Background: an optimization exercise with open tools, aiming at small area, a short achievable clock period and few clock cycles per item. Do not read the settings as production practice.
Where RTL was checked, it was by simulation tests only, not by an equivalence proof against the original.
Only the layout flow was run in run 2; the RTL was not checked for function there.
Power and IR drop assume default switching activity.

## flow/design.v (module list and top-level ports; edited modules follow where they fit)
// module round_n_sat: 22 lines
// module iir_mac_dsp48: 786 lines
// module iir_fa: 4 lines
// module iir_ha: 4 lines
// module iir_cascade_sched: 281 lines
module iir_cascade_sched
#(
    parameter int Nsec   = 4,
    parameter int Ndint  = 3,
    parameter int Ndfrac = 22,
    parameter int Ncint  = 4,
    parameter int Ncfrac = 14
) (
    input  logic                       clk,
    input  logic                       reset,
    input  logic                       dv_in,
    input  logic [Ndint+Ndfrac-1:0]    d_in,
    output logic                       dv_out,
    output logic [Ndint+Ndfrac-1:0]    d_out,
    output logic                       busy,
    input  logic                       flush,
    input  logic                       coef_we,
    input  logic [$clog2(Nsec)+2:0]    coef_addr,
    input  logic [Ncint+Ncfrac-1:0]    coef_data,
    output logic                       ovr,
    output logic                       coef_err,
    input  logic                       err_clr
);
  // ...
==> flow/flow/run.sh <==
#!/bin/bash
set -euo pipefail
cd "$(dirname "${BASH_SOURCE[0]}")/.."
bash standard.sh SETUP_SLACK_MARGIN=6.75 finish > standard_flow.log 2>&1
==> flow/standard.sh <==
#!/bin/bash
# synth_recipe.tcl (not shown) runs the flow's synth.tcl, then flattens the netlist and writes it again
# the make line also repeats each setting of config.mk as NAME=value (left out here)
make -C /OpenROAD-flow-scripts/flow DESIGN_CONFIG=/design/flow/config.mk WORK_HOME=/design/flow/orfs CLKGATE_MAP_FILE= SYNTH_SCRIPT=/design/flow/synth_recipe.tcl "${@:-finish}"
==> flow/config.mk <==
export PLATFORM = sky130hd
export DESIGN_NAME = iir_cascade_sched
export DESIGN_NICKNAME = iir_cascade_sched
export VERILOG_FILES = /design/flow/design.v
export SDC_FILE = /design/flow/constraint.sdc
export NUM_CORES = 4
export LEC_CHECK = 0
export CAP_MARGIN = 20
export CORE_MARGIN = 2
export CORE_UTILIZATION = 40
export CTS_BUF_LIST = sky130_fd_sc_hd__clkbuf_16
export CTS_CLUSTER_DIAMETER = 120
export CTS_CLUSTER_SIZE = 20
export SLEW_MARGIN = 20
export SYNTH_HIERARCHICAL = 1
==> flow/constraint.sdc <==
create_clock -name core_clock -period 12.5 [get_ports {clk}]
set_input_delay 2.5000 -clock core_clock [delete_from_list [all_inputs] [get_ports {clk}]]
set_output_delay 2.5000 -clock core_clock [all_outputs]
set_load 0.01 [all_outputs]
==> flow_summary.toml, run 1 <==
[run_status]
status = "timing/DRC/antenna clean"

[global_route]
antenna_found_initial = 19
met3_usage_pct = 5.066
grt_pass1_wl_mm = 434.1

[critical_path]
critPathLaunch = "ap_q[2]"
end_kind = "flip-flop"
r2r-start = "ap_q[2]"
crit_fanout = 7
cp_slowest_stage_delay_ps = 540

[clock_network]
numCtsBuffers = 68
path_clk_slew_ps = 90

[sta]
tightest_slew_ps = 1138
setup_violations = 0

[route]
top_layer = "met5"

[placed_design]
placed_area_um2 = 88580

[power_and_ir_drop]
p_comb_share_pct = 76.8
p_leak_uw = 0.03604
p_total_uw = 30820
power-top-group = "combinational cells"

[final_layout]
multiInputGateArea_um2 = 57080
dominant_cells = "multi-input combinational cells"
layout-drive-gt1-share_pct = 17.64
fin_cells = 10530
finalInstanceArea_um2 = 97160
top_regs = "coef_q (360), acc_q (180)"
fillers = 19330

[logic_synthesis]
syn_inst = 7752

[die]
die-area_um2 = 217900
Testbench counts, summed over its fixed seeds: cycles 12,048, items 2,400.
==> module iir_mac_dsp48, before the edit <==
module iir_mac_dsp48 (
    input  wire [24:0] a,
    input  wire [8:0] one,
    input  wire [8:0] two,
    input  wire [8:0] sg,
    input  wire [44:0] base,
    output wire [44:0] s,
    output wire [24:0] y,
    output wire        neg,
    output wire        pos,
    input  wire        sel,
    input  wire [24:0] h,
    output wire [24:0] nxt,
    output wire        nneg,
    output wire        npos
);
    wire one0 = one[0];
    wire two0 = two[0];
    wire sg0  = sg[0];
    wire one1 = one[1];
    wire two1 = two[1];
    wire sg1  = sg[1];
    wire one2 = one[2];
    wire two2 = two[2];
    wire sg2  = sg[2];
    wire one3 = one[3];
    wire two3 = two[3];
    wire sg3  = sg[3];
    wire one4 = one[4];
    wire two4 = two[4];
    wire sg4  = sg[4];
    wire one5 = one[5];
    wire two5 = two[5];
    wire sg5  = sg[5];
    wire one6 = one[6];
    wire two6 = two[6];
    wire sg6  = sg[6];
    wire one7 = one[7];
    wire two7 = two[7];
    wire sg7  = sg[7];
    wire one8 = one[8];
    wire two8 = two[8];
    wire sg8  = sg[8];
    wire [25:0] pp0;
    wire [25:0] pp1;
    wire [25:0] pp2;
    wire [25:0] pp3;
    wire [25:0] pp4;
    wire [25:0] pp5;
    wire [25:0] pp6;
    wire [25:0] pp7;
    wire [25:0] pp8;
    wire hs1, hc2;
    wire hs3, hc4;
    wire fs5, fc6;
    wire hs7, hc8;
    wire fs9, fc10;
    wire hs11, hc12;
    wire fs13, fc14;
    wire hs15, hc16;
    wire fs17, fc18;
    wire hs19, hc20;
    wire fs21, fc22;
    wire hs23, hc24;
    wire fs25, fc26;
    wire hs27, hc28;
    wire fs29, fc30;
    wire hs31, hc32;
    wire fs33, fc34;
    wire hs35, hc36;
    wire fs37, fc38;
    wire hs39, hc40;
    wire fs41, fc42;
    wire fs43, fc44;
    wire fs45, fc46;
    wire hs47, hc48;
    wire fs49, fc50;
    wire hs51, hc52;
    wire hs53, hc54;
    wire hs55, hc56;
    wire fs57, fc58;
    wire hs59, hc60;
    wire fs61, fc62;
    wire hs63, hc64;
    wire fs65, fc66;
    wire fs67, fc68;
    wire hs69, hc70;
    wire fs71, fc72;
    wire fs73, fc74;
    wire hs75, hc76;
    wire fs77, fc78;
    wire fs79, fc80;
    wire fs81, fc82;
    wire fs83, fc84;
    wire fs85, fc86;
    wire fs87, fc88;
    wire fs89, fc90;
    wire fs91, fc92;
    wire fs93, fc94;
    wire fs95, fc96;
    wire fs97, fc98;
    wire fs99, fc100;
    wire fs101, fc102;
    wire fs103, fc104;
    wire fs105, fc106;
    wire fs107, fc108;
    wire fs109, fc110;
    wire fs111, fc112;
    wire fs113, fc114;
    wire fs115, fc116;
    wire fs117, fc118;
    wire fs119, fc120;
    wire fs121, fc122;
    wire fs123, fc124;
    wire fs125, fc126;
    wire fs127, fc128;
    wire fs129, fc130;
    wire fs131, fc132;
    wire fs133, fc134;
    wire fs135, fc136;
    wire fs137, fc138;
    wire fs139, fc140;
    wire fs141, fc142;
    wire fs143, fc144;
    wire fs145, fc146;
    wire fs147, fc148;
    wire fs149, fc150;
    wire fs151, fc152;
    wire fs153, fc154;
    wire fs155, fc156;
    wire fs157, fc158;
    wire fs159, fc160;
    wire fs161, fc162;
    wire fs163, fc164;
    wire fs165, fc166;
    wire fs167, fc168;
    wire fs169, fc170;
    wire fs171, fc172;
    wire fs173, fc174;
    wire fs175, fc176;
    wire hs177, hc178;
    wire fs179, fc180;
    wire fs181, fc182;
    wire fs183, fc184;
    wire hs185, hc186;
    wire fs187, fc188;
    wire hs189, hc190;
    wire hs191, hc192;
    wire hs193, hc194;
    wire fs195, fc196;
    wire hs197, hc198;
    wire fs199, fc200;
    wire hs201, hc202;
    wire fs203, fc204;
    wire fs205, fc206;
    wire fs207, fc208;
    wire fs209, fc210;
    wire fs211, fc212;
    wire fs213, fc214;
    wire fs215, fc216;
    wire fs217, fc218;
    wire fs219, fc220;
    wire fs221, fc222;
    wire fs223, fc224;
    wire fs225, fc226;
    wire fs227, fc228;
    wire fs229, fc230;
    wire fs231, fc232;
    wire fs233, fc234;
    wire fs235, fc236;
    wire fs237, fc238;
    wire fs239, fc240;
    wire fs241, fc242;
    wire fs243, fc244;
    wire fs245, fc246;
    wire fs247, fc248;
    wire fs249, fc250;
    wire fs251, fc252;
    wire fs253, fc254;
    wire fs255, fc256;
    wire fs257, fc258;
    wire fs259, fc260;
    wire fs261, fc262;
    wire fs263, fc264;
    wire fs265, fc266;
    wire fs267, fc268;
    wire fs269, fc270;
    wire fs271, fc272;
    wire fs273, fc274;
    wire fs275, fc276;
    wire fs277, fc278;
    wire fs279, fc280;
    wire fs281, fc282;
    wire fs283, fc284;
    wire fs285, fc286;
    wire fs287, fc288;
    wire fs289, fc290;
    wire fs291, fc292;
    wire fs293, fc294;
    wire fs295, fc296;
    wire fs297, fc298;
    wire fs299, fc300;
    wire fs301, fc302;
    wire fs303, fc304;
    wire fs305, fc306;
    wire fs307, fc308;
    wire fs309, fc310;
    wire fs311, fc312;
    wire fs313, fc314;
    wire fs315, fc316;
    wire hs317, hc318;
    wire fs319, fc320;
    wire hs321, hc322;
    wire hs323, hc324;
    wire hs325, hc326;
    wire fs327, fc328;
    wire fs329, fc330;
    wire fs331, fc332;
    wire fs333, fc334;
    wire fs335, fc336;
    wire fs337, fc338;
    wire fs339, fc340;
    wire fs341, fc342;
    wire fs343, fc344;
    wire fs345, fc346;
    wire fs347, fc348;
    wire fs349, fc350;
    wire fs351, fc352;
    wire fs353, fc354;
    wire fs355, fc356;
    wire fs357, fc358;
    wire fs359, fc360;
    wire fs361, fc362;
    wire fs363, fc364;
    wire fs365, fc366;
    wire fs367, fc368;
    wire fs369, fc370;
    wire fs371, fc372;
    wire fs373, fc374;
    wire fs375, fc376;
    wire fs377, fc378;
    wire fs379, fc380;
    wire fs381, fc382;
    wire fs383, fc384;
    wire fs385, fc386;
    wire fs387, fc388;
    wire fs389, fc390;
    wire fs391, fc392;
    wire fs393, fc394;
    wire fs395, fc396;
    wire fs397, fc398;
    wire hs399, hc400;
    wire hs401, hc402;
    wire hs403, hc404;
    wire fs405, fc406;
    wire fs407, fc408;
    wire fs409, fc410;
    wire fs411, fc412;
    wire fs413, fc414;
    wire fs415, fc416;
    wire fs417, fc418;
    wire fs419, fc420;
    wire fs421, fc422;
    wire fs423, fc424;
    wire fs425, fc426;
    wire fs427, fc428;
    wire fs429, fc430;
    wire fs431, fc432;
    wire fs433, fc434;
    wire fs435, fc436;
    wire fs437, fc438;
    wire fs439, fc440;
    wire fs441, fc442;
    wire fs443, fc444;
    wire fs445, fc446;
    wire fs447, fc448;
    wire fs449, fc450;
    wire fs451, fc452;
    wire fs453, fc454;
    wire fs455, fc456;
    wire fs457, fc458;
    wire fs459, fc460;
    wire fs461, fc462;
    wire fs463, fc464;
    wire fs465, fc466;
    wire fs467, fc468;
    wire fs469, fc470;
    wire fs471, fc472;
    wire fs473, fc474;
    wire fs475, fc476;
    wire fs477, fc478;
    wire fs479, fc480;
    wire fs481, fc482;
    wire fs483, fc484;
    wire hs485, hc486;
    wire hs487, hc488;
    wire hs489, hc490;
    assign pp0[0] = ((one0 & a[0]) | (two0 & 1'b0)) ^ sg0;
    assign pp0[1] = ((one0 & a[1]) | (two0 & a[0])) ^ sg0;
    assign pp0[2] = ((one0 & a[2]) | (two0 & a[1])) ^ sg0;
    assign pp0[3] = ((one0 & a[3]) | (two0 & a[2])) ^ sg0;
    assign pp0[4] = ((one0 & a[4]) | (two0 & a[3])) ^ sg0;
    assign pp0[5] = ((one0 & a[5]) | (two0 & a[4])) ^ sg0;
    assign pp0[6] = ((one0 & a[6]) | (two0 & a[5])) ^ sg0;
    assign pp0[7] = ((one0 & a[7]) | (two0 & a[6])) ^ sg0;
    assign pp0[8] = ((one0 & a[8]) | (two0 & a[7])) ^ sg0;
    assign pp0[9] = ((one0 & a[9]) | (two0 & a[8])) ^ sg0;
    assign pp0[10] = ((one0 & a[10]) | (two0 & a[9])) ^ sg0;
    assign pp0[11] = ((one0 & a[11]) | (two0 & a[10])) ^ sg0;
    assign pp0[12] = ((one0 & a[12]) | (two0 & a[11])) ^ sg0;
    assign pp0[13] = ((one0 & a[13]) | (two0 & a[12])) ^ sg0;
    assign pp0[14] = ((one0 & a[14]) | (two0 & a[13])) ^ sg0;
    assign pp0[15] = ((one0 & a[15]) | (two0 & a[14])) ^ sg0;
    assign pp0[16] = ((one0 & a[16]) | (two0 & a[15])) ^ sg0;
    assign pp0[17] = ((one0 & a[17]) | (two0 & a[16])) ^ sg0;
    assign pp0[18] = ((one0 & a[18]) | (two0 & a[17])) ^ sg0;
    assign pp0[19] = ((one0 & a[19]) | (two0 & a[18])) ^ sg0;
    assign pp0[20] = ((one0 & a[20]) | (two0 & a[19])) ^ sg0;
    assign pp0[21] = ((one0 & a[21]) | (two0 & a[20])) ^ sg0;
    assign pp0[22] = ((one0 & a[22]) | (two0 & a[21])) ^ sg0;
    assign pp0[23] = ((one0 & a[23]) | (two0 & a[22])) ^ sg0;
    assign pp0[24] = ((one0 & a[24]) | (two0 & a[23])) ^ sg0;
    assign pp0[25] = ~(((one0 & a[24]) | (two0 & a[24])) ^ sg0);
    assign pp1[0] = ((one1 & a[0]) | (two1 & 1'b0)) ^ sg1;
    assign pp1[1] = ((one1 & a[1]) | (two1 & a[0])) ^ sg1;
    assign pp1[2] = ((one1 & a[2]) | (two1 & a[1])) ^ sg1;
    assign pp1[3] = ((one1 & a[3]) | (two1 & a[2])) ^ sg1;
    assign pp1[4] = ((one1 & a[4]) | (two1 & a[3])) ^ sg1;
    assign pp1[5] = ((one1 & a[5]) | (two1 & a[4])) ^ sg1;
    assign pp1[6] = ((one1 & a[6]) | (two1 & a[5])) ^ sg1;
    assign pp1[7] = ((one1 & a[7]) | (two1 & a[6])) ^ sg1;
    assign pp1[8] = ((one1 & a[8]) | (two1 & a[7])) ^ sg1;
    assign pp1[9] = ((one1 & a[9]) | (two1 & a[8])) ^ sg1;
    assign pp1[10] = ((one1 & a[10]) | (two1 & a[9])) ^ sg1;
    assign pp1[11] = ((one1 & a[11]) | (two1 & a[10])) ^ sg1;
    assign pp1[12] = ((one1 & a[12]) | (two1 & a[11])) ^ sg1;
    assign pp1[13] = ((one1 & a[13]) | (two1 & a[12])) ^ sg1;
    assign pp1[14] = ((one1 & a[14]) | (two1 & a[13])) ^ sg1;
    assign pp1[15] = ((one1 & a[15]) | (two1 & a[14])) ^ sg1;
    assign pp1[16] = ((one1 & a[16]) | (two1 & a[15])) ^ sg1;
    assign pp1[17] = ((one1 & a[17]) | (two1 & a[16])) ^ sg1;
    assign pp1[18] = ((one1 & a[18]) | (two1 & a[17])) ^ sg1;
    assign pp1[19] = ((one1 & a[19]) | (two1 & a[18])) ^ sg1;
    assign pp1[20] = ((one1 & a[20]) | (two1 & a[19])) ^ sg1;
    assign pp1[21] = ((one1 & a[21]) | (two1 & a[20])) ^ sg1;
    assign pp1[22] = ((one1 & a[22]) | (two1 & a[21])) ^ sg1;
    assign pp1[23] = ((one1 & a[23]) | (two1 & a[22])) ^ sg1;
    assign pp1[24] = ((one1 & a[24]) | (two1 & a[23])) ^ sg1;
    assign pp1[25] = ~(((one1 & a[24]) | (two1 & a[24])) ^ sg1);
    assign pp2[0] = ((one2 & a[0]) | (two2 & 1'b0)) ^ sg2;
    assign pp2[1] = ((one2 & a[1]) | (two2 & a[0])) ^ sg2;
    assign pp2[2] = ((one2 & a[2]) | (two2 & a[1])) ^ sg2;
    assign pp2[3] = ((one2 & a[3]) | (two2 & a[2])) ^ sg2;
    assign pp2[4] = ((one2 & a[4]) | (two2 & a[3])) ^ sg2;
    assign pp2[5] = ((one2 & a[5]) | (two2 & a[4])) ^ sg2;
    assign pp2[6] = ((one2 & a[6]) | (two2 & a[5])) ^ sg2;
    assign pp2[7] = ((one2 & a[7]) | (two2 & a[6])) ^ sg2;
    assign pp2[8] = ((one2 & a[8]) | (two2 & a[7])) ^ sg2;
    assign pp2[9] = ((one2 & a[9]) | (two2 & a[8])) ^ sg2;
    assign pp2[10] = ((one2 & a[10]) | (two2 & a[9])) ^ sg2;
    assign pp2[11] = ((one2 & a[11]) | (two2 & a[10])) ^ sg2;
    assign pp2[12] = ((one2 & a[12]) | (two2 & a[11])) ^ sg2;
    assign pp2[13] = ((one2 & a[13]) | (two2 & a[12])) ^ sg2;
    assign pp2[14] = ((one2 & a[14]) | (two2 & a[13])) ^ sg2;
    assign pp2[15] = ((one2 & a[15]) | (two2 & a[14])) ^ sg2;
    assign pp2[16] = ((one2 & a[16]) | (two2 & a[15])) ^ sg2;
    assign pp2[17] = ((one2 & a[17]) | (two2 & a[16])) ^ sg2;
    assign pp2[18] = ((one2 & a[18]) | (two2 & a[17])) ^ sg2;
    assign pp2[19] = ((one2 & a[19]) | (two2 & a[18])) ^ sg2;
    assign pp2[20] = ((one2 & a[20]) | (two2 & a[19])) ^ sg2;
    assign pp2[21] = ((one2 & a[21]) | (two2 & a[20])) ^ sg2;
    assign pp2[22] = ((one2 & a[22]) | (two2 & a[21])) ^ sg2;
    assign pp2[23] = ((one2 & a[23]) | (two2 & a[22])) ^ sg2;
    assign pp2[24] = ((one2 & a[24]) | (two2 & a[23])) ^ sg2;
    assign pp2[25] = ~(((one2 & a[24]) | (two2 & a[24])) ^ sg2);
    assign pp3[0] = ((one3 & a[0]) | (two3 & 1'b0)) ^ sg3;
    assign pp3[1] = ((one3 & a[1]) | (two3 & a[0])) ^ sg3;
    assign pp3[2] = ((one3 & a[2]) | (two3 & a[1])) ^ sg3;
    assign pp3[3] = ((one3 & a[3]) | (two3 & a[2])) ^ sg3;
    assign pp3[4] = ((one3 & a[4]) | (two3 & a[3])) ^ sg3;
    assign pp3[5] = ((one3 & a[5]) | (two3 & a[4])) ^ sg3;
    assign pp3[6] = ((one3 & a[6]) | (two3 & a[5])) ^ sg3;
    assign pp3[7] = ((one3 & a[7]) | (two3 & a[6])) ^ sg3;
    assign pp3[8] = ((one3 & a[8]) | (two3 & a[7])) ^ sg3;
    assign pp3[9] = ((one3 & a[9]) | (two3 & a[8])) ^ sg3;
    assign pp3[10] = ((one3 & a[10]) | (two3 & a[9])) ^ sg3;
    assign pp3[11] = ((one3 & a[11]) | (two3 & a[10])) ^ sg3;
    assign pp3[12] = ((one3 & a[12]) | (two3 & a[11])) ^ sg3;
    assign pp3[13] = ((one3 & a[13]) | (two3 & a[12])) ^ sg3;
    assign pp3[14] = ((one3 & a[14]) | (two3 & a[13])) ^ sg3;
    assign pp3[15] = ((one3 & a[15]) | (two3 & a[14])) ^ sg3;
    assign pp3[16] = ((one3 & a[16]) | (two3 & a[15])) ^ sg3;
    assign pp3[17] = ((one3 & a[17]) | (two3 & a[16])) ^ sg3;
    assign pp3[18] = ((one3 & a[18]) | (two3 & a[17])) ^ sg3;
    assign pp3[19] = ((one3 & a[19]) | (two3 & a[18])) ^ sg3;
    assign pp3[20] = ((one3 & a[20]) | (two3 & a[19])) ^ sg3;
    assign pp3[21] = ((one3 & a[21]) | (two3 & a[20])) ^ sg3;
    assign pp3[22] = ((one3 & a[22]) | (two3 & a[21])) ^ sg3;
    assign pp3[23] = ((one3 & a[23]) | (two3 & a[22])) ^ sg3;
    assign pp3[24] = ((one3 & a[24]) | (two3 & a[23])) ^ sg3;
    assign pp3[25] = ~(((one3 & a[24]) | (two3 & a[24])) ^ sg3);
    assign pp4[0] = ((one4 & a[0]) | (two4 & 1'b0)) ^ sg4;
    assign pp4[1] = ((one4 & a[1]) | (two4 & a[0])) ^ sg4;
    assign pp4[2] = ((one4 & a[2]) | (two4 & a[1])) ^ sg4;
    assign pp4[3] = ((one4 & a[3]) | (two4 & a[2])) ^ sg4;
    assign pp4[4] = ((one4 & a[4]) | (two4 & a[3])) ^ sg4;
    assign pp4[5] = ((one4 & a[5]) | (two4 & a[4])) ^ sg4;
    assign pp4[6] = ((one4 & a[6]) | (two4 & a[5])) ^ sg4;
    assign pp4[7] = ((one4 & a[7]) | (two4 & a[6])) ^ sg4;
    assign pp4[8] = ((one4 & a[8]) | (two4 & a[7])) ^ sg4;
    assign pp4[9] = ((one4 & a[9]) | (two4 & a[8])) ^ sg4;
    assign pp4[10] = ((one4 & a[10]) | (two4 & a[9])) ^ sg4;
    assign pp4[11] = ((one4 & a[11]) | (two4 & a[10])) ^ sg4;
    assign pp4[12] = ((one4 & a[12]) | (two4 & a[11])) ^ sg4;
    assign pp4[13] = ((one4 & a[13]) | (two4 & a[12])) ^ sg4;
    assign pp4[14] = ((one4 & a[14]) | (two4 & a[13])) ^ sg4;
    assign pp4[15] = ((one4 & a[15]) | (two4 & a[14])) ^ sg4;
    assign pp4[16] = ((one4 & a[16]) | (two4 & a[15])) ^ sg4;
    assign pp4[17] = ((one4 & a[17]) | (two4 & a[16])) ^ sg4;
    assign pp4[18] = ((one4 & a[18]) | (two4 & a[17])) ^ sg4;
    assign pp4[19] = ((one4 & a[19]) | (two4 & a[18])) ^ sg4;
    assign pp4[20] = ((one4 & a[20]) | (two4 & a[19])) ^ sg4;
    assign pp4[21] = ((one4 & a[21]) | (two4 & a[20])) ^ sg4;
    assign pp4[22] = ((one4 & a[22]) | (two4 & a[21])) ^ sg4;
    assign pp4[23] = ((one4 & a[23]) | (two4 & a[22])) ^ sg4;
    assign pp4[24] = ((one4 & a[24]) | (two4 & a[23])) ^ sg4;
    assign pp4[25] = ~(((one4 & a[24]) | (two4 & a[24])) ^ sg4);
    assign pp5[0] = ((one5 & a[0]) | (two5 & 1'b0)) ^ sg5;
    assign pp5[1] = ((one5 & a[1]) | (two5 & a[0])) ^ sg5;
    assign pp5[2] = ((one5 & a[2]) | (two5 & a[1])) ^ sg5;
    assign pp5[3] = ((one5 & a[3]) | (two5 & a[2])) ^ sg5;
    assign pp5[4] = ((one5 & a[4]) | (two5 & a[3])) ^ sg5;
    assign pp5[5] = ((one5 & a[5]) | (two5 & a[4])) ^ sg5;
    assign pp5[6] = ((one5 & a[6]) | (two5 & a[5])) ^ sg5;
    assign pp5[7] = ((one5 & a[7]) | (two5 & a[6])) ^ sg5;
    assign pp5[8] = ((one5 & a[8]) | (two5 & a[7])) ^ sg5;
    assign pp5[9] = ((one5 & a[9]) | (two5 & a[8])) ^ sg5;
    assign pp5[10] = ((one5 & a[10]) | (two5 & a[9])) ^ sg5;
    assign pp5[11] = ((one5 & a[11]) | (two5 & a[10])) ^ sg5;
    assign pp5[12] = ((one5 & a[12]) | (two5 & a[11])) ^ sg5;
    assign pp5[13] = ((one5 & a[13]) | (two5 & a[12])) ^ sg5;
    assign pp5[14] = ((one5 & a[14]) | (two5 & a[13])) ^ sg5;
    assign pp5[15] = ((one5 & a[15]) | (two5 & a[14])) ^ sg5;
    assign pp5[16] = ((one5 & a[16]) | (two5 & a[15])) ^ sg5;
    assign pp5[17] = ((one5 & a[17]) | (two5 & a[16])) ^ sg5;
    assign pp5[18] = ((one5 & a[18]) | (two5 & a[17])) ^ sg5;
    assign pp5[19] = ((one5 & a[19]) | (two5 & a[18])) ^ sg5;
    assign pp5[20] = ((one5 & a[20]) | (two5 & a[19])) ^ sg5;
    assign pp5[21] = ((one5 & a[21]) | (two5 & a[20])) ^ sg5;
    assign pp5[22] = ((one5 & a[22]) | (two5 & a[21])) ^ sg5;
    assign pp5[23] = ((one5 & a[23]) | (two5 & a[22])) ^ sg5;
    assign pp5[24] = ((one5 & a[24]) | (two5 & a[23])) ^ sg5;
    assign pp5[25] = ~(((one5 & a[24]) | (two5 & a[24])) ^ sg5);
    assign pp6[0] = ((one6 & a[0]) | (two6 & 1'b0)) ^ sg6;
    assign pp6[1] = ((one6 & a[1]) | (two6 & a[0])) ^ sg6;
    assign pp6[2] = ((one6 & a[2]) | (two6 & a[1])) ^ sg6;
    assign pp6[3] = ((one6 & a[3]) | (two6 & a[2])) ^ sg6;
    assign pp6[4] = ((one6 & a[4]) | (two6 & a[3])) ^ sg6;
    assign pp6[5] = ((one6 & a[5]) | (two6 & a[4])) ^ sg6;
    assign pp6[6] = ((one6 & a[6]) | (two6 & a[5])) ^ sg6;
    assign pp6[7] = ((one6 & a[7]) | (two6 & a[6])) ^ sg6;
    assign pp6[8] = ((one6 & a[8]) | (two6 & a[7])) ^ sg6;
    assign pp6[9] = ((one6 & a[9]) | (two6 & a[8])) ^ sg6;
    assign pp6[10] = ((one6 & a[10]) | (two6 & a[9])) ^ sg6;
    assign pp6[11] = ((one6 & a[11]) | (two6 & a[10])) ^ sg6;
    assign pp6[12] = ((one6 & a[12]) | (two6 & a[11])) ^ sg6;
    assign pp6[13] = ((one6 & a[13]) | (two6 & a[12])) ^ sg6;
    assign pp6[14] = ((one6 & a[14]) | (two6 & a[13])) ^ sg6;
    assign pp6[15] = ((one6 & a[15]) | (two6 & a[14])) ^ sg6;
    assign pp6[16] = ((one6 & a[16]) | (two6 & a[15])) ^ sg6;
    assign pp6[17] = ((one6 & a[17]) | (two6 & a[16])) ^ sg6;
    assign pp6[18] = ((one6 & a[18]) | (two6 & a[17])) ^ sg6;
    assign pp6[19] = ((one6 & a[19]) | (two6 & a[18])) ^ sg6;
    assign pp6[20] = ((one6 & a[20]) | (two6 & a[19])) ^ sg6;
    assign pp6[21] = ((one6 & a[21]) | (two6 & a[20])) ^ sg6;
    assign pp6[22] = ((one6 & a[22]) | (two6 & a[21])) ^ sg6;
    assign pp6[23] = ((one6 & a[23]) | (two6 & a[22])) ^ sg6;
    assign pp6[24] = ((one6 & a[24]) | (two6 & a[23])) ^ sg6;
    assign pp6[25] = ~(((one6 & a[24]) | (two6 & a[24])) ^ sg6);
    assign pp7[0] = ((one7 & a[0]) | (two7 & 1'b0)) ^ sg7;
    assign pp7[1] = ((one7 & a[1]) | (two7 & a[0])) ^ sg7;
    assign pp7[2] = ((one7 & a[2]) | (two7 & a[1])) ^ sg7;
    assign pp7[3] = ((one7 & a[3]) | (two7 & a[2])) ^ sg7;
    assign pp7[4] = ((one7 & a[4]) | (two7 & a[3])) ^ sg7;
    assign pp7[5] = ((one7 & a[5]) | (two7 & a[4])) ^ sg7;
    assign pp7[6] = ((one7 & a[6]) | (two7 & a[5])) ^ sg7;
    assign pp7[7] = ((one7 & a[7]) | (two7 & a[6])) ^ sg7;
    assign pp7[8] = ((one7 & a[8]) | (two7 & a[7])) ^ sg7;
    assign pp7[9] = ((one7 & a[9]) | (two7 & a[8])) ^ sg7;
    assign pp7[10] = ((one7 & a[10]) | (two7 & a[9])) ^ sg7;
    assign pp7[11] = ((one7 & a[11]) | (two7 & a[10])) ^ sg7;
    assign pp7[12] = ((one7 & a[12]) | (two7 & a[11])) ^ sg7;
    assign pp7[13] = ((one7 & a[13]) | (two7 & a[12])) ^ sg7;
    assign pp7[14] = ((one7 & a[14]) | (two7 & a[13])) ^ sg7;
    assign pp7[15] = ((one7 & a[15]) | (two7 & a[14])) ^ sg7;
    assign pp7[16] = ((one7 & a[16]) | (two7 & a[15])) ^ sg7;
    assign pp7[17] = ((one7 & a[17]) | (two7 & a[16])) ^ sg7;
    assign pp7[18] = ((one7 & a[18]) | (two7 & a[17])) ^ sg7;
    assign pp7[19] = ((one7 & a[19]) | (two7 & a[18])) ^ sg7;
    assign pp7[20] = ((one7 & a[20]) | (two7 & a[19])) ^ sg7;
    assign pp7[21] = ((one7 & a[21]) | (two7 & a[20])) ^ sg7;
    assign pp7[22] = ((one7 & a[22]) | (two7 & a[21])) ^ sg7;
    assign pp7[23] = ((one7 & a[23]) | (two7 & a[22])) ^ sg7;
    assign pp7[24] = ((one7 & a[24]) | (two7 & a[23])) ^ sg7;
    assign pp7[25] = ~(((one7 & a[24]) | (two7 & a[24])) ^ sg7);
    assign pp8[0] = ((one8 & a[0]) | (two8 & 1'b0)) ^ sg8;
    assign pp8[1] = ((one8 & a[1]) | (two8 & a[0])) ^ sg8;
    assign pp8[2] = ((one8 & a[2]) | (two8 & a[1])) ^ sg8;
    assign pp8[3] = ((one8 & a[3]) | (two8 & a[2])) ^ sg8;
    assign pp8[4] = ((one8 & a[4]) | (two8 & a[3])) ^ sg8;
    assign pp8[5] = ((one8 & a[5]) | (two8 & a[4])) ^ sg8;
    assign pp8[6] = ((one8 & a[6]) | (two8 & a[5])) ^ sg8;
    assign pp8[7] = ((one8 & a[7]) | (two8 & a[6])) ^ sg8;
    assign pp8[8] = ((one8 & a[8]) | (two8 & a[7])) ^ sg8;
    assign pp8[9] = ((one8 & a[9]) | (two8 & a[8])) ^ sg8;
    assign pp8[10] = ((one8 & a[10]) | (two8 & a[9])) ^ sg8;
    assign pp8[11] = ((one8 & a[11]) | (two8 & a[10])) ^ sg8;
    assign pp8[12] = ((one8 & a[12]) | (two8 & a[11])) ^ sg8;
    assign pp8[13] = ((one8 & a[13]) | (two8 & a[12])) ^ sg8;
    assign pp8[14] = ((one8 & a[14]) | (two8 & a[13])) ^ sg8;
    assign pp8[15] = ((one8 & a[15]) | (two8 & a[14])) ^ sg8;
    assign pp8[16] = ((one8 & a[16]) | (two8 & a[15])) ^ sg8;
    assign pp8[17] = ((one8 & a[17]) | (two8 & a[16])) ^ sg8;
    assign pp8[18] = ((one8 & a[18]) | (two8 & a[17])) ^ sg8;
    assign pp8[19] = ((one8 & a[19]) | (two8 & a[18])) ^ sg8;
    assign pp8[20] = ((one8 & a[20]) | (two8 & a[19])) ^ sg8;
    assign pp8[21] = ((one8 & a[21]) | (two8 & a[20])) ^ sg8;
    assign pp8[22] = ((one8 & a[22]) | (two8 & a[21])) ^ sg8;
    assign pp8[23] = ((one8 & a[23]) | (two8 & a[22])) ^ sg8;
    assign pp8[24] = ((one8 & a[24]) | (two8 & a[23])) ^ sg8;
    assign pp8[25] = ~(((one8 & a[24]) | (two8 & a[24])) ^ sg8);
    iir_ha u_hs1 (.a(base[14]), .b(sg7), .s(hs1), .co(hc2));
    iir_ha u_hs3 (.a(base[15]), .b(pp0[15]), .s(hs3), .co(hc4));
    iir_fa u_fs5 (.a(base[16]), .b(sg8), .c(pp0[16]), .s(fs5), .co(fc6));
    iir_ha u_hs7 (.a(pp1[14]), .b(pp2[12]), .s(hs7), .co(hc8));
    iir_fa u_fs9 (.a(base[17]), .b(pp0[17]), .c(pp1[15]), .s(fs9), .co(fc10));
    iir_ha u_hs11 (.a(pp2[13]), .b(pp3[11]), .s(hs11), .co(hc12));
    iir_fa u_fs13 (.a(base[18]), .b(pp0[18]), .c(pp1[16]), .s(fs13), .co(fc14));
    iir_ha u_hs15 (.a(pp2[14]), .b(pp3[12]), .s(hs15), .co(hc16));
    iir_fa u_fs17 (.a(base[19]), .b(pp0[19]), .c(pp1[17]), .s(fs17), .co(fc18));
    iir_ha u_hs19 (.a(pp2[15]), .b(pp3[13]), .s(hs19), .co(hc20));
    iir_fa u_fs21 (.a(base[20]), .b(pp0[20]), .c(pp1[18]), .s(fs21), .co(fc22));
    iir_ha u_hs23 (.a(pp2[16]), .b(pp3[14]), .s(hs23), .co(hc24));
    iir_fa u_fs25 (.a(base[21]), .b(pp0[21]), .c(pp1[19]), .s(fs25), .co(fc26));
    iir_ha u_hs27 (.a(pp2[17]), .b(pp3[15]), .s(hs27), .co(hc28));
    iir_fa u_fs29 (.a(base[22]), .b(pp0[22]), .c(pp1[20]), .s(fs29), .co(fc30));
    iir_ha u_hs31 (.a(pp2[18]), .b(pp3[16]), .s(hs31), .co(hc32));
    iir_fa u_fs33 (.a(base[23]), .b(pp0[23]), .c(pp1[21]), .s(fs33), .co(fc34));
    iir_ha u_hs35 (.a(pp2[19]), .b(pp3[17]), .s(hs35), .co(hc36));
    iir_fa u_fs37 (.a(base[24]), .b(pp0[24]), .c(pp1[22]), .s(fs37), .co(fc38));
    iir_ha u_hs39 (.a(pp2[20]), .b(pp3[18]), .s(hs39), .co(hc40));
    iir_fa u_fs41 (.a(1'b1), .b(base[25]), .c(pp0[25]), .s(fs41), .co(fc42));
    iir_fa u_fs43 (.a(pp1[23]), .b(pp2[21]), .c(pp3[19]), .s(fs43), .co(fc44));
    iir_fa u_fs45 (.a(1'b1), .b(base[26]), .c(pp1[24]), .s(fs45), .co(fc46));
    iir_ha u_hs47 (.a(pp2[22]), .b(pp3[20]), .s(hs47), .co(hc48));
    iir_fa u_fs49 (.a(base[27]), .b(pp1[25]), .c(pp2[23]), .s(fs49), .co(fc50));
    iir_ha u_hs51 (.a(1'b1), .b(base[28]), .s(hs51), .co(hc52));
    iir_ha u_hs53 (.a(base[8]), .b(sg4), .s(hs53), .co(hc54));
    iir_ha u_hs55 (.a(base[9]), .b(pp0[9]), .s(hs55), .co(hc56));
    iir_fa u_fs57 (.a(base[10]), .b(sg5), .c(pp0[10]), .s(fs57), .co(fc58));
    iir_ha u_hs59 (.a(pp1[8]), .b(pp2[6]), .s(hs59), .co(hc60));
    iir_fa u_fs61 (.a(base[11]), .b(pp0[11]), .c(pp1[9]), .s(fs61), .co(fc62));
    iir_ha u_hs63 (.a(pp2[7]), .b(pp3[5]), .s(hs63), .co(hc64));
    iir_fa u_fs65 (.a(base[12]), .b(sg6), .c(pp0[12]), .s(fs65), .co(fc66));
    iir_fa u_fs67 (.a(pp1[10]), .b(pp2[8]), .c(pp3[6]), .s(fs67), .co(fc68));
    iir_ha u_hs69 (.a(pp4[4]), .b(pp5[2]), .s(hs69), .co(hc70));
    iir_fa u_fs71 (.a(base[13]), .b(pp0[13]), .c(pp1[11]), .s(fs71), .co(fc72));
    iir_fa u_fs73 (.a(pp2[9]), .b(pp3[7]), .c(pp4[5]), .s(fs73), .co(fc74));
    iir_ha u_hs75 (.a(pp5[3]), .b(pp6[1]), .s(hs75), .co(hc76));
    iir_fa u_fs77 (.a(pp0[14]), .b(pp1[12]), .c(pp2[10]), .s(fs77), .co(fc78));
    iir_fa u_fs79 (.a(pp3[8]), .b(pp4[6]), .c(pp5[4]), .s(fs79), .co(fc80));
    iir_fa u_fs81 (.a(pp6[2]), .b(pp7[0]), .c(hs1), .s(fs81), .co(fc82));
    iir_fa u_fs83 (.a(hc2), .b(pp1[13]), .c(pp2[11]), .s(fs83), .co(fc84));
    iir_fa u_fs85 (.a(pp3[9]), .b(pp4[7]), .c(pp5[5]), .s(fs85), .co(fc86));
    iir_fa u_fs87 (.a(pp6[3]), .b(pp7[1]), .c(hs3), .s(fs87), .co(fc88));
    iir_fa u_fs89 (.a(pp3[10]), .b(pp4[8]), .c(pp5[6]), .s(fs89), .co(fc90));
    iir_fa u_fs91 (.a(pp6[4]), .b(pp7[2]), .c(pp8[0]), .s(fs91), .co(fc92));
    iir_fa u_fs93 (.a(hc4), .b(hs7), .c(fs5), .s(fs93), .co(fc94));
    iir_fa u_fs95 (.a(pp4[9]), .b(pp5[7]), .c(pp6[5]), .s(fs95), .co(fc96));
    iir_fa u_fs97 (.a(pp7[3]), .b(pp8[1]), .c(hc8), .s(fs97), .co(fc98));
    iir_fa u_fs99 (.a(hs11), .b(fc6), .c(fs9), .s(fs99), .co(fc100));
    iir_fa u_fs101 (.a(pp4[10]), .b(pp5[8]), .c(pp6[6]), .s(fs101), .co(fc102));
    iir_fa u_fs103 (.a(pp7[4]), .b(pp8[2]), .c(hc12), .s(fs103), .co(fc104));
    iir_fa u_fs105 (.a(hs15), .b(fc10), .c(fs13), .s(fs105), .co(fc106));
    iir_fa u_fs107 (.a(pp4[11]), .b(pp5[9]), .c(pp6[7]), .s(fs107), .co(fc108));
    iir_fa u_fs109 (.a(pp7[5]), .b(pp8[3]), .c(hc16), .s(fs109), .co(fc110));
    iir_fa u_fs111 (.a(hs19), .b(fc14), .c(fs17), .s(fs111), .co(fc112));
    iir_fa u_fs113 (.a(pp4[12]), .b(pp5[10]), .c(pp6[8]), .s(fs113), .co(fc114));
    iir_fa u_fs115 (.a(pp7[6]), .b(pp8[4]), .c(hc20), .s(fs115), .co(fc116));
    iir_fa u_fs117 (.a(hs23), .b(fc18), .c(fs21), .s(fs117), .co(fc118));
    iir_fa u_fs119 (.a(pp4[13]), .b(pp5[11]), .c(pp6[9]), .s(fs119), .co(fc120));
    iir_fa u_fs121 (.a(pp7[7]), .b(pp8[5]), .c(hc24), .s(fs121), .co(fc122));
    iir_fa u_fs123 (.a(hs27), .b(fc22), .c(fs25), .s(fs123), .co(fc124));
    iir_fa u_fs125 (.a(pp4[14]), .b(pp5[12]), .c(pp6[10]), .s(fs125), .co(fc126));
    iir_fa u_fs127 (.a(pp7[8]), .b(pp8[6]), .c(hc28), .s(fs127), .co(fc128));
    iir_fa u_fs129 (.a(hs31), .b(fc26), .c(fs29), .s(fs129), .co(fc130));
    iir_fa u_fs131 (.a(pp4[15]), .b(pp5[13]), .c(pp6[11]), .s(fs131), .co(fc132));
    iir_fa u_fs133 (.a(pp7[9]), .b(pp8[7]), .c(hc32), .s(fs133), .co(fc134));
    iir_fa u_fs135 (.a(hs35), .b(fc30), .c(fs33), .s(fs135), .co(fc136));
    iir_fa u_fs137 (.a(pp4[16]), .b(pp5[14]), .c(pp6[12]), .s(fs137), .co(fc138));
    iir_fa u_fs139 (.a(pp7[10]), .b(pp8[8]), .c(hc36), .s(fs139), .co(fc140));
    iir_fa u_fs141 (.a(hs39), .b(fc34), .c(fs37), .s(fs141), .co(fc142));
    iir_fa u_fs143 (.a(pp4[17]), .b(pp5[15]), .c(pp6[13]), .s(fs143), .co(fc144));
    iir_fa u_fs145 (.a(pp7[11]), .b(pp8[9]), .c(hc40), .s(fs145), .co(fc146));
    iir_fa u_fs147 (.a(fc38), .b(fs41), .c(fs43), .s(fs147), .co(fc148));
    iir_fa u_fs149 (.a(pp4[18]), .b(pp5[16]), .c(pp6[14]), .s(fs149), .co(fc150));
    iir_fa u_fs151 (.a(pp7[12]), .b(pp8[10]), .c(hs47), .s(fs151), .co(fc152));
    iir_fa u_fs153 (.a(fc42), .b(fc44), .c(fs45), .s(fs153), .co(fc154));
    iir_fa u_fs155 (.a(pp3[21]), .b(pp4[19]), .c(pp5[17]), .s(fs155), .co(fc156));
    iir_fa u_fs157 (.a(pp6[15]), .b(pp7[13]), .c(pp8[11]), .s(fs157), .co(fc158));
    iir_fa u_fs159 (.a(hc48), .b(fc46), .c(fs49), .s(fs159), .co(fc160));
    iir_fa u_fs161 (.a(hs51), .b(pp2[24]), .c(pp3[22]), .s(fs161), .co(fc162));
    iir_fa u_fs163 (.a(pp4[20]), .b(pp5[18]), .c(pp6[16]), .s(fs163), .co(fc164));
    iir_fa u_fs165 (.a(pp7[14]), .b(pp8[12]), .c(fc50), .s(fs165), .co(fc166));
    iir_fa u_fs167 (.a(base[29]), .b(hc52), .c(pp2[25]), .s(fs167), .co(fc168));
    iir_fa u_fs169 (.a(pp3[23]), .b(pp4[21]), .c(pp5[19]), .s(fs169), .co(fc170));
    iir_fa u_fs171 (.a(pp6[17]), .b(pp7[15]), .c(pp8[13]), .s(fs171), .co(fc172));
    iir_fa u_fs173 (.a(1'b1), .b(base[30]), .c(pp3[24]), .s(fs173), .co(fc174));
    iir_fa u_fs175 (.a(pp4[22]), .b(pp5[20]), .c(pp6[18]), .s(fs175), .co(fc176));
    iir_ha u_hs177 (.a(pp7[16]), .b(pp8[14]), .s(hs177), .co(hc178));
    iir_fa u_fs179 (.a(base[31]), .b(pp3[25]), .c(pp4[23]), .s(fs179), .co(fc180));
    iir_fa u_fs181 (.a(pp5[21]), .b(pp6[19]), .c(pp7[17]), .s(fs181), .co(fc182));
    iir_fa u_fs183 (.a(1'b1), .b(base[32]), .c(pp4[24]), .s(fs183), .co(fc184));
    iir_ha u_hs185 (.a(pp5[22]), .b(pp6[20]), .s(hs185), .co(hc186));
    iir_fa u_fs187 (.a(base[33]), .b(pp4[25]), .c(pp5[23]), .s(fs187), .co(fc188));
    iir_ha u_hs189 (.a(1'b1), .b(base[34]), .s(hs189), .co(hc190));
    iir_ha u_hs191 (.a(base[4]), .b(sg2), .s(hs191), .co(hc192));
    iir_ha u_hs193 (.a(base[5]), .b(pp0[5]), .s(hs193), .co(hc194));
    iir_fa u_fs195 (.a(base[6]), .b(sg3), .c(pp0[6]), .s(fs195), .co(fc196));
    iir_ha u_hs197 (.a(pp1[4]), .b(pp2[2]), .s(hs197), .co(hc198));
    iir_fa u_fs199 (.a(base[7]), .b(pp0[7]), .c(pp1[5]), .s(fs199), .co(fc200));
    iir_ha u_hs201 (.a(pp2[3]), .b(pp3[1]), .s(hs201), .co(hc202));
    iir_fa u_fs203 (.a(pp0[8]), .b(pp1[6]), .c(pp2[4]), .s(fs203), .co(fc204));
    iir_fa u_fs205 (.a(pp3[2]), .b(pp4[0]), .c(hs53), .s(fs205), .co(fc206));
    iir_fa u_fs207 (.a(hc54), .b(pp1[7]), .c(pp2[5]), .s(fs207), .co(fc208));
    iir_fa u_fs209 (.a(pp3[3]), .b(pp4[1]), .c(hs55), .s(fs209), .co(fc210));
    iir_fa u_fs211 (.a(pp3[4]), .b(pp4[2]), .c(pp5[0]), .s(fs211), .co(fc212));
    iir_fa u_fs213 (.a(hc56), .b(hs59), .c(fs57), .s(fs213), .co(fc214));
    iir_fa u_fs215 (.a(pp4[3]), .b(pp5[1]), .c(hc60), .s(fs215), .co(fc216));
    iir_fa u_fs217 (.a(hs63), .b(fc58), .c(fs61), .s(fs217), .co(fc218));
    iir_fa u_fs219 (.a(pp6[0]), .b(hc64), .c(hs69), .s(fs219), .co(fc220));
    iir_fa u_fs221 (.a(fc62), .b(fs65), .c(fs67), .s(fs221), .co(fc222));
    iir_fa u_fs223 (.a(hc70), .b(hs75), .c(fc66), .s(fs223), .co(fc224));
    iir_fa u_fs225 (.a(fc68), .b(fs71), .c(fs73), .s(fs225), .co(fc226));
    iir_fa u_fs227 (.a(hc76), .b(fc72), .c(fc74), .s(fs227), .co(fc228));
    iir_fa u_fs229 (.a(fs77), .b(fs79), .c(fs81), .s(fs229), .co(fc230));
    iir_fa u_fs231 (.a(fc78), .b(fc80), .c(fc82), .s(fs231), .co(fc232));
    iir_fa u_fs233 (.a(fs83), .b(fs85), .c(fs87), .s(fs233), .co(fc234));
    iir_fa u_fs235 (.a(fc84), .b(fc86), .c(fs89), .s(fs235), .co(fc236));
    iir_fa u_fs237 (.a(fs91), .b(fc88), .c(fs93), .s(fs237), .co(fc238));
    iir_fa u_fs239 (.a(fc90), .b(fc92), .c(fs95), .s(fs239), .co(fc240));
    iir_fa u_fs241 (.a(fs97), .b(fc94), .c(fs99), .s(fs241), .co(fc242));
    iir_fa u_fs243 (.a(fc96), .b(fs101), .c(fc98), .s(fs243), .co(fc244));
    iir_fa u_fs245 (.a(fs103), .b(fc100), .c(fs105), .s(fs245), .co(fc246));
    iir_fa u_fs247 (.a(fc102), .b(fs107), .c(fc104), .s(fs247), .co(fc248));
    iir_fa u_fs249 (.a(fs109), .b(fc106), .c(fs111), .s(fs249), .co(fc250));
    iir_fa u_fs251 (.a(fc108), .b(fs113), .c(fc110), .s(fs251), .co(fc252));
    iir_fa u_fs253 (.a(fs115), .b(fc112), .c(fs117), .s(fs253), .co(fc254));
    iir_fa u_fs255 (.a(fc114), .b(fs119), .c(fc116), .s(fs255), .co(fc256));
    iir_fa u_fs257 (.a(fs121), .b(fc118), .c(fs123), .s(fs257), .co(fc258));
    iir_fa u_fs259 (.a(fc120), .b(fs125), .c(fc122), .s(fs259), .co(fc260));
    iir_fa u_fs261 (.a(fs127), .b(fc124), .c(fs129), .s(fs261), .co(fc262));
    iir_fa u_fs263 (.a(fc126), .b(fs131), .c(fc128), .s(fs263), .co(fc264));
    iir_fa u_fs265 (.a(fs133), .b(fc130), .c(fs135), .s(fs265), .co(fc266));
    iir_fa u_fs267 (.a(fc132), .b(fs137), .c(fc134), .s(fs267), .co(fc268));
    iir_fa u_fs269 (.a(fs139), .b(fc136), .c(fs141), .s(fs269), .co(fc270));
    iir_fa u_fs271 (.a(fc138), .b(fs143), .c(fc140), .s(fs271), .co(fc272));
    iir_fa u_fs273 (.a(fs145), .b(fc142), .c(fs147), .s(fs273), .co(fc274));
    iir_fa u_fs275 (.a(fc144), .b(fs149), .c(fc146), .s(fs275), .co(fc276));
    iir_fa u_fs277 (.a(fs151), .b(fc148), .c(fs153), .s(fs277), .co(fc278));
    iir_fa u_fs279 (.a(fc150), .b(fs155), .c(fs157), .s(fs279), .co(fc280));
    iir_fa u_fs281 (.a(fc152), .b(fc154), .c(fs159), .s(fs281), .co(fc282));
    iir_fa u_fs283 (.a(fc156), .b(fc158), .c(fs161), .s(fs283), .co(fc284));
    iir_fa u_fs285 (.a(fs163), .b(fc160), .c(fs165), .s(fs285), .co(fc286));
    iir_fa u_fs287 (.a(fc162), .b(fc164), .c(fs167), .s(fs287), .co(fc288));
    iir_fa u_fs289 (.a(fs169), .b(fs171), .c(fc166), .s(fs289), .co(fc290));
    iir_fa u_fs291 (.a(hs177), .b(fc168), .c(fc170), .s(fs291), .co(fc292));
    iir_fa u_fs293 (.a(fc172), .b(fs173), .c(fs175), .s(fs293), .co(fc294));
    iir_fa u_fs295 (.a(pp8[15]), .b(hc178), .c(fc174), .s(fs295), .co(fc296));
    iir_fa u_fs297 (.a(fc176), .b(fs179), .c(fs181), .s(fs297), .co(fc298));
    iir_fa u_fs299 (.a(pp7[18]), .b(pp8[16]), .c(hs185), .s(fs299), .co(fc300));
    iir_fa u_fs301 (.a(fc180), .b(fc182), .c(fs183), .s(fs301), .co(fc302));
    iir_fa u_fs303 (.a(pp6[21]), .b(pp7[19]), .c(pp8[17]), .s(fs303), .co(fc304));
    iir_fa u_fs305 (.a(hc186), .b(fc184), .c(fs187), .s(fs305), .co(fc306));
    iir_fa u_fs307 (.a(hs189), .b(pp5[24]), .c(pp6[22]), .s(fs307), .co(fc308));
    iir_fa u_fs309 (.a(pp7[20]), .b(pp8[18]), .c(fc188), .s(fs309), .co(fc310));
    iir_fa u_fs311 (.a(base[35]), .b(hc190), .c(pp5[25]), .s(fs311), .co(fc312));
    iir_fa u_fs313 (.a(pp6[23]), .b(pp7[21]), .c(pp8[19]), .s(fs313), .co(fc314));
    iir_fa u_fs315 (.a(1'b1), .b(base[36]), .c(pp6[24]), .s(fs315), .co(fc316));
    iir_ha u_hs317 (.a(pp7[22]), .b(pp8[20]), .s(hs317), .co(hc318));
    iir_fa u_fs319 (.a(base[37]), .b(pp6[25]), .c(pp7[23]), .s(fs319), .co(fc320));
    iir_ha u_hs321 (.a(1'b1), .b(base[38]), .s(hs321), .co(hc322));
    iir_ha u_hs323 (.a(base[2]), .b(sg1), .s(hs323), .co(hc324));
    iir_ha u_hs325 (.a(base[3]), .b(pp0[3]), .s(hs325), .co(hc326));
    iir_fa u_fs327 (.a(pp0[4]), .b(pp1[2]), .c(pp2[0]), .s(fs327), .co(fc328));
    iir_fa u_fs329 (.a(hc192), .b(pp1[3]), .c(pp2[1]), .s(fs329), .co(fc330));
    iir_fa u_fs331 (.a(pp3[0]), .b(hc194), .c(hs197), .s(fs331), .co(fc332));
    iir_fa u_fs333 (.a(hc198), .b(hs201), .c(fc196), .s(fs333), .co(fc334));
    iir_fa u_fs335 (.a(hc202), .b(fc200), .c(fs203), .s(fs335), .co(fc336));
    iir_fa u_fs337 (.a(fc204), .b(fc206), .c(fs207), .s(fs337), .co(fc338));
    iir_fa u_fs339 (.a(fc208), .b(fs211), .c(fc210), .s(fs339), .co(fc340));
    iir_fa u_fs341 (.a(fc212), .b(fs215), .c(fc214), .s(fs341), .co(fc342));
    iir_fa u_fs343 (.a(fc216), .b(fs219), .c(fc218), .s(fs343), .co(fc344));
    iir_fa u_fs345 (.a(fc220), .b(fc222), .c(fs223), .s(fs345), .co(fc346));
    iir_fa u_fs347 (.a(fc224), .b(fc226), .c(fs227), .s(fs347), .co(fc348));
    iir_fa u_fs349 (.a(fc228), .b(fc230), .c(fs231), .s(fs349), .co(fc350));
    iir_fa u_fs351 (.a(fc232), .b(fs235), .c(fc234), .s(fs351), .co(fc352));
    iir_fa u_fs353 (.a(fc236), .b(fs239), .c(fc238), .s(fs353), .co(fc354));
    iir_fa u_fs355 (.a(fc240), .b(fs243), .c(fc242), .s(fs355), .co(fc356));
    iir_fa u_fs357 (.a(fc244), .b(fs247), .c(fc246), .s(fs357), .co(fc358));
    iir_fa u_fs359 (.a(fc248), .b(fs251), .c(fc250), .s(fs359), .co(fc360));
    iir_fa u_fs361 (.a(fc252), .b(fs255), .c(fc254), .s(fs361), .co(fc362));
    iir_fa u_fs363 (.a(fc256), .b(fs259), .c(fc258), .s(fs363), .co(fc364));
    iir_fa u_fs365 (.a(fc260), .b(fs263), .c(fc262), .s(fs365), .co(fc366));
    iir_fa u_fs367 (.a(fc264), .b(fs267), .c(fc266), .s(fs367), .co(fc368));
    iir_fa u_fs369 (.a(fc268), .b(fs271), .c(fc270), .s(fs369), .co(fc370));
    iir_fa u_fs371 (.a(fc272), .b(fs275), .c(fc274), .s(fs371), .co(fc372));
    iir_fa u_fs373 (.a(fs279), .b(fc276), .c(fc278), .s(fs373), .co(fc374));
    iir_fa u_fs375 (.a(fc280), .b(fs283), .c(fc282), .s(fs375), .co(fc376));
    iir_fa u_fs377 (.a(fc284), .b(fs287), .c(fc286), .s(fs377), .co(fc378));
    iir_fa u_fs379 (.a(fc288), .b(fs291), .c(fs293), .s(fs379), .co(fc380));
    iir_fa u_fs381 (.a(fc292), .b(fc294), .c(fs295), .s(fs381), .co(fc382));
    iir_fa u_fs383 (.a(fc296), .b(fs299), .c(fc298), .s(fs383), .co(fc384));
    iir_fa u_fs385 (.a(fs303), .b(fc300), .c(fc302), .s(fs385), .co(fc386));
    iir_fa u_fs387 (.a(fc304), .b(fs307), .c(fc306), .s(fs387), .co(fc388));
    iir_fa u_fs389 (.a(fc308), .b(fs311), .c(fs313), .s(fs389), .co(fc390));
    iir_fa u_fs391 (.a(hs317), .b(fc312), .c(fc314), .s(fs391), .co(fc392));
    iir_fa u_fs393 (.a(pp8[21]), .b(hc318), .c(fc316), .s(fs393), .co(fc394));
    iir_fa u_fs395 (.a(hs321), .b(pp7[24]), .c(pp8[22]), .s(fs395), .co(fc396));
    iir_fa u_fs397 (.a(base[39]), .b(hc322), .c(pp7[25]), .s(fs397), .co(fc398));
    iir_ha u_hs399 (.a(1'b1), .b(base[40]), .s(hs399), .co(hc400));
    iir_ha u_hs401 (.a(base[0]), .b(sg0), .s(hs401), .co(hc402));
    iir_ha u_hs403 (.a(base[1]), .b(pp0[1]), .s(hs403), .co(hc404));
    iir_fa u_fs405 (.a(pp0[2]), .b(pp1[0]), .c(hs323), .s(fs405), .co(fc406));
    iir_fa u_fs407 (.a(hc324), .b(pp1[1]), .c(hs325), .s(fs407), .co(fc408));
    iir_fa u_fs409 (.a(hs191), .b(hc326), .c(fs327), .s(fs409), .co(fc410));
    iir_fa u_fs411 (.a(hs193), .b(fc328), .c(fs329), .s(fs411), .co(fc412));
    iir_fa u_fs413 (.a(fc330), .b(fs195), .c(fs331), .s(fs413), .co(fc414));
    iir_fa u_fs415 (.a(fs199), .b(fc332), .c(fs333), .s(fs415), .co(fc416));
    iir_fa u_fs417 (.a(fs205), .b(fc334), .c(fs335), .s(fs417), .co(fc418));
    iir_fa u_fs419 (.a(fs209), .b(fc336), .c(fs337), .s(fs419), .co(fc420));
    iir_fa u_fs421 (.a(fc338), .b(fs213), .c(fs339), .s(fs421), .co(fc422));
    iir_fa u_fs423 (.a(fs217), .b(fc340), .c(fs341), .s(fs423), .co(fc424));
    iir_fa u_fs425 (.a(fs221), .b(fc342), .c(fs343), .s(fs425), .co(fc426));
    iir_fa u_fs427 (.a(fs225), .b(fc344), .c(fs345), .s(fs427), .co(fc428));
    iir_fa u_fs429 (.a(fs229), .b(fc346), .c(fs347), .s(fs429), .co(fc430));
    iir_fa u_fs431 (.a(fc348), .b(fs233), .c(fs349), .s(fs431), .co(fc432));
    iir_fa u_fs433 (.a(fc350), .b(fs237), .c(fs351), .s(fs433), .co(fc434));
    iir_fa u_fs435 (.a(fs241), .b(fc352), .c(fs353), .s(fs435), .co(fc436));
    iir_fa u_fs437 (.a(fs245), .b(fc354), .c(fs355), .s(fs437), .co(fc438));
    iir_fa u_fs439 (.a(fs249), .b(fc356), .c(fs357), .s(fs439), .co(fc440));
    iir_fa u_fs441 (.a(fs253), .b(fc358), .c(fs359), .s(fs441), .co(fc442));
    iir_fa u_fs443 (.a(fs257), .b(fc360), .c(fs361), .s(fs443), .co(fc444));
    iir_fa u_fs445 (.a(fs261), .b(fc362), .c(fs363), .s(fs445), .co(fc446));
    iir_fa u_fs447 (.a(fs265), .b(fc364), .c(fs365), .s(fs447), .co(fc448));
    iir_fa u_fs449 (.a(fs269), .b(fc366), .c(fs367), .s(fs449), .co(fc450));
    iir_fa u_fs451 (.a(fs273), .b(fc368), .c(fs369), .s(fs451), .co(fc452));
    iir_fa u_fs453 (.a(fs277), .b(fc370), .c(fs371), .s(fs453), .co(fc454));
    iir_fa u_fs455 (.a(fs281), .b(fc372), .c(fs373), .s(fs455), .co(fc456));
    iir_fa u_fs457 (.a(fs285), .b(fc374), .c(fs375), .s(fs457), .co(fc458));
    iir_fa u_fs459 (.a(fs289), .b(fc376), .c(fs377), .s(fs459), .co(fc460));
    iir_fa u_fs461 (.a(fc290), .b(fs379), .c(fc378), .s(fs461), .co(fc462));
    iir_fa u_fs463 (.a(fs297), .b(fc380), .c(fs381), .s(fs463), .co(fc464));
    iir_fa u_fs465 (.a(fs301), .b(fc382), .c(fs383), .s(fs465), .co(fc466));
    iir_fa u_fs467 (.a(fs305), .b(fc384), .c(fs385), .s(fs467), .co(fc468));
    iir_fa u_fs469 (.a(fs309), .b(fc386), .c(fs387), .s(fs469), .co(fc470));
    iir_fa u_fs471 (.a(fc310), .b(fs389), .c(fc388), .s(fs471), .co(fc472));
    iir_fa u_fs473 (.a(fs315), .b(fc390), .c(fs391), .s(fs473), .co(fc474));
    iir_fa u_fs475 (.a(fs319), .b(fc392), .c(fs393), .s(fs475), .co(fc476));
    iir_fa u_fs477 (.a(fc320), .b(fs395), .c(fc394), .s(fs477), .co(fc478));
    iir_fa u_fs479 (.a(pp8[23]), .b(fc396), .c(fs397), .s(fs479), .co(fc480));
    iir_fa u_fs481 (.a(hs399), .b(pp8[24]), .c(fc398), .s(fs481), .co(fc482));
    iir_fa u_fs483 (.a(base[41]), .b(hc400), .c(pp8[25]), .s(fs483), .co(fc484));
    iir_ha u_hs485 (.a(1'b1), .b(base[42]), .s(hs485), .co(hc486));
    iir_ha u_hs487 (.a(1'b1), .b(base[43]), .s(hs487), .co(hc488));
    iir_ha u_hs489 (.a(1'b1), .b(base[44]), .s(hs489), .co(hc490));
    wire [44:0] r0 = {hc488, hc486, hs485, fs483, fc480, fs479, fc476, fc474, fs473, fc470, fc468, fc466, fc464, fs463, fc460, fc458, fc456, fc454, fc452, fc450, fc448, fc446, fc444, fc442, fc440, fc438, fc436, fc434, fc432, fc430, fc428, fc426, fc424, fc422, fc420, fc418, fc416, fc414, fc412, fc410, fc408, fc406, hc404, hc402, pp0[0]};
    wire [44:0] r1 = {hs489, hs487, fc484, fc482, fs481, fc478, fs477, fs475, fc472, fs471, fs469, fs467, fs465, fc462, fs461, fs459, fs457, fs455, fs453, fs451, fs449, fs447, fs445, fs443, fs441, fs439, fs437, fs435, fs433, fs431, fs429, fs427, fs425, fs423, fs421, fs419, fs417, fs415, fs413, fs411, fs409, fs407, fs405, hs403, hs401};
    assign s = r0 + r1;
    assign neg = s[44];
    assign pos = !s[44] && (|s[43:39]);
    assign y = {~s[38], s[37:14]};
    assign nxt  = sel ? y : h;
    assign nneg = sel && neg;
    assign npos = sel && pos;
endmodule
==> inputs of run 2 (changes only) <==
--- a/flow/design.v
+++ b/flow/design.v
@@ -66,9 +66,7 @@
     output wire        pos,
     input  wire        sel,
     input  wire [24:0] h,
-    output wire [24:0] nxt,
-    output wire        nneg,
-    output wire        npos
+    output wire [24:0] nxt
 );
     wire one0 = one[0];
     wire two0 = two[0];
@@ -836,9 +834,7 @@
     assign neg = s[44];
     assign pos = !s[44] && (|s[43:39]);
     assign y = {~s[38], s[37:14]};
-    assign nxt  = sel ? y : h;
-    assign nneg = sel && neg;
-    assign npos = sel && pos;
+    assign nxt  = !sel ? h : neg ? {1'b1, 24'h000000} : pos ? {1'b0, 24'hffffff} : y;
 endmodule
 module iir_fa (input wire a, input wire b, input wire c, output wire s, output wire co);
     assign s  = a ^ b ^ c;
@@ -950,7 +946,7 @@
     logic [3:0][SW-1:0] w_base;
     logic [3:0][SW-1:0] w_sum;
     logic [3:0][DW-1:0] w_y, w_nxt;
-    logic [3:0]         w_neg, w_pos, w_nneg, w_npos;
+    logic [3:0]         w_neg, w_pos;
     logic [DW-1:0]      w_y13;       
     function automatic logic [DW-1:0] sat(input logic [DW-1:0] v, input logic n,
                                           input logic p);
@@ -984,7 +980,6 @@
         end
     end
     logic [3:0][DW-1:0] a_q, w_a_n, w_h_n;
-    logic [3:1]         an_q, ap_q, w_an_n, w_ap_n;    
     logic [3:0]         bsel_q, w_bsel_n;
     always_comb begin
         w_h_n[0] = ({DW{w_seln[0][1] && w_vx1_s}} & (w_ch[0] ? xin_q : x1_q))
@@ -998,18 +993,13 @@
                      | ({DW{w_seln[s][3] && w_vy1_s[s]}} & w_y1[s])
                      | ({DW{w_seln[s][4] && w_vy2_s[s]}} & y2_q[s]);
             w_a_n[s]  = w_nxt[s-1];
-            w_an_n[s] = w_nneg[s-1];
-            w_ap_n[s] = w_npos[s-1];
         end
         for (int s = 0; s < 4; s++) begin
             w_bsel_n[s] = !w_seln[s][1] && w_pv_s[s];
         end
     end
     always_comb begin
-        w_a[0] = a_q[0];
-        for (int s = 1; s < 4; s++) begin
-            w_a[s] = sat(a_q[s], an_q[s], ap_q[s]);
-        end
+        w_a = a_q;
         for (int s = 0; s < 4; s++) begin
             w_base[s] = bsel_q[s] ? acc_q[s] : INIT;
         end
@@ -1027,9 +1017,7 @@
             .pos  (w_pos[s]),
             .sel  ((s < 3) ? w_seln[(s + 1) % 4][0] : 1'b0),
             .h    ((s < 3) ? w_h_n[(s + 1) % 4] : '0),
-            .nxt  (w_nxt[s]),
-            .nneg (w_nneg[s]),
-            .npos (w_npos[s])
+            .nxt  (w_nxt[s])
         );
     end
     always_ff @(posedge clk) begin
@@ -1059,8 +1047,6 @@
             end
         end
         a_q   <= w_a_n;
-        an_q  <= w_an_n;
-        ap_q  <= w_ap_n;
         one_q <= w_one_n;
         two_q <= w_two_n;
         sg_q  <= w_sg_n;
==> flow/flow/run.sh (replaced) <==
#!/bin/bash
set -euo pipefail
cd "$(dirname "${BASH_SOURCE[0]}")/.."
bash standard.sh SETUP_SLACK_MARGIN=6.5 finish > standard_flow.log 2>&1
==> flow_summary.toml, run 2 <==
[route]
dr_total_vias = 64850
vias_per_cell = 6.147
drtAntennaViolNets = 0
drtIter0Drc = 7862
first_pass_iters = 9
route.detailed.drc = 0
wl_per_cell_um = 27.77
wl_mm = 293.0

[die]
dieWidth_um = 470.1
ios = 83
start_util_pct = 40.14
core_um2 = 216500
die_y_um = 470.1
rows = 171
die-area_um2 = 221000

[global_route]
antenna_found_initial = 12
grt_util_all_layers_pct = 25.83
grt_pass1_wl_mm = 435.7
grt_pass1_vias = 65540
grt_max_degree = 77
overflow = 0

[critical_path]
end_kind = "flip-flop"
crit_type = "reg2reg"
startpoint_type = "flip-flop"
arrival_ps = 6790
crit_fanout = 13
crit_required_ps = 13080

[sta]
hold_violations = 0
whs_ps = 461.4
fmaxAchievable_mhz = 161.1
finClkSkew_ps = 37.79
period_share_pct = 49.65
setup_violations = 0
relSlewSlack_pct = 23.83
tightest_slew_ps = 1139
period_needed_ps = 6206
rsz0062_at_grt = "true"
tns_ps = 0
finalMaxSlewViolations = 0

[placed_design]
routabilityCongestion = 0.9637
placed_area_um2 = 89470
place_inst = 10260
portBuffers = 82
dp_hpwl_mm = 200.8

[power_and_ir_drop]
p_leak_uw = 0.03534
switchingPower_uw = 12650
swShare_pct = 50.43
power_density_nw_per_um2 = 261.5
pwr-share-clk_pct = 10.1
p_comb_share_pct = 71.0
p_total_uw = 25090
peakVddDrop_v = 0.0005529
pwr-share-seq_pct = 18.9
p_int_uw = 12440

[clock_network]
htreeDepth = 3
cts_tree = "done"
cts_sinks = 1081
numCtsBuffers = 71
clk_latency_ps = 740
clockBufferDepth = 3
cts-hold-fix-buffers = 0
path_clk_slew_ps = 90
clock_tree.root_cell = "clkbuf_16"

[final_layout]
fin_cells = 10550
layout-drive-gt1-share_pct = 12.49
fillers = 20000
layout_commonest_cell = "xnor2_1"
largest_reg_flops = 360
top_regs = "coef_q (360), acc_q (180)"
regMostFlops = "coef_q"
layout.nets = 8847
finalInstanceArea_um2 = 95940
final_cell_mix = "xnor2_1, a22oi_1, fa_1, edfxtp_1, nand2_1"
area_growth_pct = 10.40

[logic_synthesis]
syn_inst = 7940
synth.avg_cell_area_um2 = 10.95
syn_area_um2 = 86900
synth_warnings = 7

[job]
maxCapViolCount = 0

[min_path]
hp-class = "reg2reg"

[run_status]
status = "timing/DRC/antenna clean"
## run 2: power by group through the flow
stage	registers [µW]	clock network [µW]	logic [µW]
floorplan	4500	0	11200
global placement	4830	0	15300
detailed placement	4840	0	15300
CTS	4730	2580	17000
global route	4780	2700	19400
finish	4730	2530	17800
## run 2: timing repair
action	CTS	global route
pin swaps	36	109
endpoints found under the setup margin	161	85
cloned	11	13
setup buffers	79	51
resized for setup	426	194
## run 2: final timing paths
path                           from  endpoint  slack [ps]  cells past startpoint
max in group asynchronous     reset    p_q[4]        9110                      3
min reg2reg                x1_q[15]  x2_q[15]         460                      0
max                        two_q[0]   a_q[26]        6290                     20
max reg2reg                two_q[0]   a_q[26]        6290                     20
min                        x1_q[15]  x2_q[15]         460                      0
min in group asynchronous     reset      dv_q        2220                      2
## run 2: area by class of cell
class	count	area, µm²	share of cell area, %
Clock inverter	58	444.2	0.4630
Tap cell	2854	3571	3.722
Inverter	185	696.9	0.7264
Antenna cell	4	10.01	0.01043
Clock buffer	74	1852	1.930
Multi-Input combinational cell	5893	56300	58.68
Sequential cell	1081	28540	29.75
Timing Repair Buffer	401	4527	4.718
## run 2: routing by layer
metal  track usage, %  part of all wire, %  wire [µm]  vias to the layer above
met2            39.82                   45     131700                     3322
li1                 -                    -          -                    27590
met1            35.73                   41     121000                    33340
met3            4.377                  8.6      25280                      582
met4            11.33                  5.1      14870                       10
met5                0                0.023         68                        -
## run 2: metrics by stage
| step | utilization [%] | setup WS, ps |
|---|---|---|
| floorplan | - | 6506 |
| global placement | 41.30 | 5193 |
| detailed placement | 41.32 | 5114 |
| CTS | 43.57 | 6385 |
| global route | 44.31 | 6219 |
| finish | 44.31 | 6294 |
## run 2: critical path, stage by stage (launching register included)
cell,delay [ps]
dfxtp_4,390
buf_12,140
bufbuf_16,270
a22oi_1,190
xnor2_1,160
fa_1,450
fa_1,390
fa_1,530
fa_1,440
ha_1,380
or2_2,350
nand4_1,100
a21oi_1,80
o311a_1,410
o211ai_1,610
a21o_1,240
a211oi_2,100
nor4_4,380
buf_4,190
buf_12,150
a22oi_1,100

what the ideal ports hide:
The results above use ideal ports. As a check the final layouts listed here were re-extracted and re-timed, cells and wires unchanged.
Step 1, drivers: a clkbuf_16 drives clk and a buf_2 each remaining input, both assumed.
Step 2 also shifts input and output timing later by t, the mid clock arrival at the registers, as if the neighbouring blocks saw the same clock.
Slacks: no drivers / after step 1 / after step 2; pairs: no drivers / after step 1.
run	t (ns)	setup WS [ns]	slew at the worst register clock pin (ns)
run 1	0.799	6.496 / 6.496 / 6.496	0.10 / 0.10
run 2	0.815	6.294 / 6.294 / 6.294	0.10 / 0.10
After both steps every run listed still meets setup and hold.
